Source: an optimization exercise on an open RTL-to-GDS flow (aim: small area and a short achievable clock period). Production flows keep margins and buffers that such runs may drop. In this exercise RTL edits were held to simulation tests only and were not proved equivalent to the original. Power and IR drop assume default switching activity.

Design matvec_alu_top, start of the top module:
module matvec_alu_top (
    input  logic        clk,
    input  logic        rst,
    input  logic        in_valid,
    input  logic [31:0] mat_word,
    input  logic [31:0] vec_word,
    input  logic [2:0]  pattern,
    output logic        out_valid,
    output logic [25:0] res_0,
    output logic [25:0] res_1,
    output logic [25:0] res_2,
    output logic [25:0] res_3
);
For scale: roughly 180 I/O pins.
clock: 5.2 ns
lec_check: 0
cap_margin: 20
core_margin: 2
core_utilization: 40
setup_slack_margin: 2.1
slew_margin: 20
synth_hierarchical: 1
standard.sh (not shown) runs the stock make flow with config.mk's settings and CLKGATE_MAP_FILE= SYNTH_SCRIPT=/design/flow/synth_recipe.tcl, a recipe that flattens the netlist after the stock synthesis.
==> flow/flow/run.sh <==
#!/bin/bash
# standard layout, with plain buf_1 cells as the port buffers
set -euo pipefail
export BUFFER_PORTS_ARGS="-buffer_cell sky130_fd_sc_hd__buf_1"
bash standard.sh > standard.log 2>&1
==> next run, changes <==
- SETUP_SLACK_MARGIN: 2.1 -> 1.9
After rerunning: Clock-buffer cell count is unchanged; via count goes down by 1.7%; fmax goes down by 3.6%; worst hold slack is better by 0.0086 ns.


matvec_alu_top, a different RTL version from the one above (not shown whole).
Size: about 1800 cells after synthesis, ~230 flip-flops, about 17000 um2 of cells after synthesis.
Design matvec_alu_top, start of the top module:
module matvec_alu_top (
    input  logic        clk,
    input  logic        rst,
    input  logic        in_valid,
    input  logic [31:0] mat_word,
    input  logic [31:0] vec_word,
    input  logic [2:0]  pattern,
    output logic        out_valid,
    output logic [25:0] res_0,
    output logic [25:0] res_1,
    output logic [25:0] res_2,
    output logic [25:0] res_3
);
==> flow/config.mk <==
export PLATFORM = sky130hd
export DESIGN_NAME = matvec_alu_top
export DESIGN_NICKNAME = matvec_alu_top
export VERILOG_FILES = /design/flow/design.v
export SDC_FILE = /design/flow/constraint.sdc
export NUM_CORES = 4
export LEC_CHECK = 0
export CAP_MARGIN = 20
export CORE_MARGIN = 2
export CORE_UTILIZATION = 40
export SETUP_SLACK_MARGIN = 1.6
export SLEW_MARGIN = 20
==> flow/constraint.sdc <==
create_clock -name core_clock -period 5.2 [get_ports {clk}]
set_input_delay 1.0400 -clock core_clock [delete_from_list [all_inputs] [get_ports {clk}]]
set_output_delay 1.0400 -clock core_clock [all_outputs]
set_load 0.01 [all_outputs]
Scripts as last shown in full above: flow/flow/run.sh
The baseline produced a clean layout.
Next try:
- CORE_UTILIZATION: 40 -> 60
What happened: The new run ran to the end with no violations; cell area decreases by 1.1%; routed wire length falls by 6.2%; via count hardly moves; hold slack gets better by 0.024 ns.
Next try:
==> flow/run.sh (new file) <==
#!/bin/bash
# synth_recipe.tcl (not shown) runs the flow's synth.tcl, then flattens the netlist and writes it again
# the make line also repeats each setting of config.mk as NAME=value (left out here)
make -C /OpenROAD-flow-scripts/flow DESIGN_CONFIG=/design/flow/config.mk WORK_HOME=/design/flow/orfs CLKGATE_MAP_FILE= SYNTH_SCRIPT=/design/flow/synth_recipe.tcl finish
- CORE_UTILIZATION: 60 -> 40
- SETUP_SLACK_MARGIN: 1.6 -> default
removed: flow/flow/run.sh
removed: flow/standard.sh
Critical path depth went up by 1.
Power went down by about 0.8%.
Utilization went down by 21 points.
Die area went up by 49%.
Routed wire length went up by about 5%.
Maximum frequency went down by about 9%.
First-iteration DRC count went down by 25%.
Combinational power went up by about 0.7%.
Next try:
- ABC_AREA: default -> 1
- SETUP_SLACK_MARGIN: default -> 1.0
The new run completed with no timing, DRC or antenna violations.
Setup slack improves by 0.42 ns.
Total power rises by a few percent.
Die area rises by a little under a tenth.
Fmax rises by roughly a tenth.
Hold slack degrades by 0.0067 ns.
Global-route usage rises by 3.0 points.
Count of clock-buffer cells in the layout rises by 2.
First-iteration DRC count rises by well over a third.
Sequential power stays flat.


Another version of the RTL of matvec_alu_top (not shown whole).
For scale: about 180 I/O pins, ~0.016 mm2 of cells after synthesis.
export LEC_CHECK = 0
export CAP_MARGIN = 20
export CORE_MARGIN = 2
export CORE_UTILIZATION = 40
export SETUP_SLACK_MARGIN = 1.9
export SLEW_MARGIN = 20
export SYNTH_HIERARCHICAL = 1
create_clock -name core_clock -period 5.2 [get_ports {clk}]
==> flow/flow/run.sh <==
#!/bin/bash
# standard layout, with plain buf_1 cells as the port buffers
set -euo pipefail
export BUFFER_PORTS_ARGS="-buffer_cell sky130_fd_sc_hd__buf_1"
bash standard.sh > standard.log 2>&1
The first run finished clean.
Then changed:
- SETUP_SLACK_MARGIN: 1.9 -> 1.3
After rerunning: Via count drops slightly; die area does not change; cell count falls slightly; setup slack is worse by 0.28 ns; total power falls by a few percent; cell area shrinks by a few percent; routed wire length came out lower by a few percent.


matvec_alu_top again, from the RTL that the note above started with.
export LEC_CHECK = 0
export CAP_MARGIN = 20
export CORE_MARGIN = 2
export CORE_UTILIZATION = 40
export CTS_BUF_LIST = sky130_fd_sc_hd__clkbuf_4
export CTS_CLUSTER_SIZE = 30
export SETUP_SLACK_MARGIN = 1.6
export SLEW_MARGIN = 20
export SYNTH_HIERARCHICAL = 1
create_clock -name core_clock -period 5.2 [get_ports {clk}]
Scripts as last shown in full above: flow/flow/run.sh
Then changed:
- CTS_BUF_LIST: sky130_fd_sc_hd__clkbuf_4 -> unset
- CTS_CLUSTER_SIZE: 30 -> unset
- SETUP_SLACK_MARGIN: 1.6 -> 2.2
=> Flip-flop and latch count stays the same; setup slack is better by 0.12 ns; routed wire length is higher by a few percent; combinational power is higher by a quarter to a third; clock-buffer cell count fell by 49; die area does not change; sequential power hardly moves; first-iteration DRC count went up by a few percent.
Then changed:
- SETUP_SLACK_MARGIN: 2.2 -> 1.6
Effect: The changed run produced a clean layout. Clock skew stays flat. Final cell count shrinks by 2.6%. Via count shrinks by 2.7%. Maximum frequency shrinks by 3.8%.
Then changed:
- CTS_BUF_LIST: unset -> sky130_fd_sc_hd__clkbuf_4
- CTS_CLUSTER_SIZE: unset -> 30
- SETUP_SLACK_MARGIN: 1.6 -> 2.0
The changed run produced a clean layout.
Final area went up by 3.9%.
Die area is unchanged.
Clock power went down by 25%.
Fmax went up by 4.4%.
Count of clock-buffer cells in the layout went up by 51.
Power went up by 3.4%.
Utilization went up by 1.7 points.
Routed wire length went up by 4.8%.
Worst setup slack is better by 0.15 ns.
Global-route usage went up by 0.84 points.
Critical path depth is unchanged.


Another version of the RTL of matvec_alu_top (not shown whole).
For scale: about 180 I/O pins, ~16000 µm² of cells after synthesis.
export LEC_CHECK = 0
export CAP_MARGIN = 20
export CORE_MARGIN = 2
export CORE_UTILIZATION = 40
export CTS_CLUSTER_DIAMETER = 120
export CTS_CLUSTER_SIZE = 24
export SETUP_SLACK_MARGIN = 1.9
export SLEW_MARGIN = 20
export SYNTH_HIERARCHICAL = 1
create_clock -name core_clock -period 5.2 [get_ports {clk}]
Scripts as last shown in full above: flow/flow/run.sh
The starting point completed with no timing, DRC or antenna violations.
Rerun with:
--- a/flow/config.mk
+++ b/flow/config.mk
@@ -9,6 +9,4 @@
 export CORE_MARGIN = 2
 export CORE_UTILIZATION = 40
-export CTS_CLUSTER_DIAMETER = 120
-export CTS_CLUSTER_SIZE = 24
 export SETUP_SLACK_MARGIN = 1.9
 export SLEW_MARGIN = 20
What happened: The changed run finished clean. Via count is higher slightly. Setup slack loses 24 ps. Maximum frequency falls slightly. Global-route usage came out higher by 0.14 points. Synthesized area is unchanged. Cell count went up slightly.
Rerun with:
--- a/flow/config.mk
+++ b/flow/config.mk
@@ -9,4 +9,7 @@
 export CORE_MARGIN = 2
 export CORE_UTILIZATION = 40
+export CTS_CLUSTER_DIAMETER = 120
+export CTS_CLUSTER_SIZE = 24
+export GPL_ROUTABILITY_DRIVEN = 0
 export SETUP_SLACK_MARGIN = 1.9
 export SLEW_MARGIN = 20
Result: The changed run produced a clean layout; cell count fell slightly; total power went down by a few percent; wire length shrinks slightly; core utilization falls by 1.2 points; synthesized area is unchanged; design area shrinks by a few percent; die area stays the same; non-clock buffer count increases by 1; count of clock-buffer cells in the layout falls by 21; register-to-register slack barely changes; worst hold slack improved by 34 ps.
Rerun with:
--- a/flow/config.mk
+++ b/flow/config.mk
@@ -11,6 +11,5 @@
 export CTS_CLUSTER_DIAMETER = 120
 export CTS_CLUSTER_SIZE = 24
-export GPL_ROUTABILITY_DRIVEN = 0
-export SETUP_SLACK_MARGIN = 1.9
+export SETUP_SLACK_MARGIN = 2.0
 export SLEW_MARGIN = 20
 export SYNTH_HIERARCHICAL = 1
Outcome:
- sequential share of layout area goes down by 0.33 points
- clock-buffer cell count does not change
- worst setup slack improved by 31 ps
- synthesized cell count is unchanged
- core utilization goes up by 0.53 points
- design area goes up slightly


RTL: one of the versions met above, not the one the previous note started from.
Size in the first run: about 1600 cells after synthesis.
export LEC_CHECK = 0
export CAP_MARGIN = 20
export CORE_MARGIN = 2
export CORE_UTILIZATION = 40
export CTS_BUF_LIST = sky130_fd_sc_hd__clkbuf_4
export CTS_CLUSTER_SIZE = 30
export SETUP_SLACK_MARGIN = 1.8
export SLEW_MARGIN = 20
export SYNTH_HIERARCHICAL = 1
create_clock -name core_clock -period 5.2 [get_ports {clk}]
Scripts as last shown in full above: flow/flow/run.sh
The starting point finished clean.
Change:
CORE_UTILIZATION = 50   (was 40)
CTS_BUF_LIST = not set   (was sky130_fd_sc_hd__clkbuf_4)
CTS_CLUSTER_SIZE = not set   (was 30)
PLACE_DENSITY = 0.8   (was not set)
SETUP_SLACK_MARGIN = 1.6   (was 1.8)
Effect: The changed run produced a clean layout. Clock-buffer cell count went down by 49. Final area went down by 1.9%. Critical path depth went down by 3. Routed wire length went down by 5.2%.


Setup of job 1976:
RTL: one of the versions met above, not the one the previous note started from.
Size: ~1,600 cells after synthesis, about 180 I/O pins.
Settings: LEC_CHECK=0, CAP_MARGIN=20, CORE_MARGIN=2, CORE_UTILIZATION=40, CTS_CLUSTER_DIAMETER=160, CTS_CLUSTER_SIZE=22, SETUP_SLACK_MARGIN=1.9, SLEW_MARGIN=20, SYNTH_HIERARCHICAL=1; clock period 5.2 ns.
Scripts as last shown in full above: flow/flow/run.sh
The flow did not stop early for job 1976: all stages ran, and the layout cleared the timing, design-rule and antenna checks.
Input-level comparison between job 6736 and job 1976:
Settings: CORE_UTILIZATION: 40 -> 60; CTS_CLUSTER_SIZE: 22 -> unset; CTS_CLUSTER_DIAMETER: 160 -> unset.
==> notes.md <==
- As of job 6736, via count had risen slightly compared to job 1976.
- Diff job 1976 -> job 6736: CTS buffer count increased by 13 relative to the old numbers, register clock-pin slew on the reported worst setup and hold paths -0.03 ns, required time of the critical path rose 0.03 ns.
Edits applied to the flow inputs when going from job 6736 to job 6651:
Settings: CORE_UTILIZATION changed from 60 to 40; CTS_CLUSTER_SIZE newly set to 24; ABC_AREA newly set to 1; CTS_CLUSTER_DIAMETER newly set to 120.
Notes after the runs:
Job 6651: no failed stages, no open violations at the end
From job 6736 to job 6651 the numbers moved as follows: area after synthesis picked up an extra about 13%; area overhead of the layout relative to synthesis shrank by 4.5 points.
Measured against each other, job 6736 and job 6651 differ in placed instance area, the lower figure coming from job 6736.
Comparing job 6736 and job 6651, clock period minus worst slack is higher on job 6736.
Taking job 6736 as the reference, in job 6651 overall via count from detail_route climbed about 37%, net switching fraction of the power climbed 6.4 points, non-clock buffer count dropped 7, ratio of routed vias to standard cells dropped 0.89, synthesized cell count climbed 66%.
Worst reg-to-reg path cell count: job 6651 vs job 6736 up 4
Modified inputs, job 3016 compared to job 6651
Settings: a deleted CTS_CLUSTER_DIAMETER that had been 120; a deleted ABC_AREA that had been 1; a change of CTS_CLUSTER_SIZE from 24 to 30.
--- outcome ---
Of job 6651 and job 3016, job 3016 shows the lower clock-pin slew on the worst setup and hold paths, with job 6651 above it.
Critical path depth, job 6651 and job 3016: higher on job 6651
Side by side, data-path buffer share of cell area in the final layout turned out higher in job 3016 than in job 6651.
Final area | job 3016 below job 6651
Job 3016 falls short of job 6651 in worst hold slack.
diff inputs: job 3016 => job 1422
Settings: putting CTS_CLUSTER_DIAMETER at 100 where nothing was set.
==> notes.md <==
Diff job 3016 -> job 1422: wire length of the first global-routing pass fell by 1.5%; total wire length after detailed routing saw a decrease; power lost 5.1%; number of clock buffer instances in the layout decreased by 21 relative to the old numbers.
--- input diff job 1422..job 6878 ---
Settings: a change of CTS_CLUSTER_DIAMETER from 100 to 200; a change of CTS_CLUSTER_SIZE from 30 to 20.
Compared with job 1422, job 6878 shows worst hold slack lower by 0.0087 ns.
On power, job 1422 tracks job 6878 almost exactly.
Job 6878: share of power burned in combinational logic is 1.0 points higher than what job 1422 reported.
Power consumed by the clock network: job 6878 vs job 1422 down about 10%

## what the ideal ports hide
How much do the figures lean on ideal ports? The routed layouts below were timed once more, with nothing changed but the port constraints.
Step 1 (the two cells are an assumption about what drives the block):
set clk [get_ports {clk}]
set_driving_cell -lib_cell sky130_fd_sc_hd__clkbuf_16 $clk
set_driving_cell -lib_cell sky130_fd_sc_hd__buf_2 [delete_from_list [all_inputs] $clk]
Step 2 times the ports against the registers' clock, not the clock port: input delays grow and output delays shrink by t, the midpoint of the rising clock arrivals with the driver on.
a / b / c = ideal ports / drivers / drivers and shift; a / b = the first two.
run | t (ns) | slack for setup (ns) | worst setup path at the end
the first run of note 1 | 0.607 | 2.058 / 2.058 / 2.058 | register to register
the second run of note 1 | 0.617 | 1.941 / 1.888 / 2.013 | register to register
the first run of note 2 | 0.607 | 1.732 / 1.732 / 1.732 | register to register
the second run of note 2 | 0.591 | 1.701 / 1.701 / 1.701 | register to register
the third run of note 2 | 0.601 | 1.349 / 1.349 / 1.349 | register to register
the fourth run of note 2 | 0.607 | 1.766 / 1.766 / 1.766 | register to register
the first run of note 3 | 0.603 | 1.819 / 1.819 / 1.819 | register to register
the second run of note 3 | 0.593 | 1.540 / 1.540 / 1.540 | register to register
the first run of note 4 | 0.772 | 1.724 / 1.695 / 1.724 | register to register
the second run of note 4 | 0.605 | 1.844 / 1.844 / 1.844 | register to register
the third run of note 4 | 0.593 | 1.713 / 1.713 / 1.713 | register to register
the fourth run of note 4 | 0.814 | 1.861 / 1.861 / 1.861 | register to register
the first run of note 5 | 0.540 | 2.005 / 2.005 / 2.005 | register to register
the second run of note 5 | 0.593 | 1.981 / 1.955 / 1.981 | register to register
the third run of note 5 | 0.538 | 1.981 / 1.980 / 1.981 | register to register
the fourth run of note 5 | 0.540 | 2.012 / 2.012 / 2.012 | register to register
the first run of note 6 | 0.768 | 1.780 / 1.780 / 1.780 | register to register
the second run of note 6 | 0.597 | 1.696 / 1.696 / 1.696 | register to register
job 1976 | 0.552 | 1.988 / 1.975 / 1.988 | register to register
job 6736 | 0.585 | 1.989 / 1.989 / 1.989 | register to register
job 6651 | 0.566 | 2.138 / 2.138 / 2.138 | register to register
job 3016 | 0.593 | 1.981 / 1.955 / 1.981 | register to register
job 1422 | 0.540 | 1.981 / 1.981 / 1.981 | register to register
job 6878 | 0.541 | 1.994 / 1.994 / 1.994 | register to register
After both steps setup and hold are still met in every run listed.
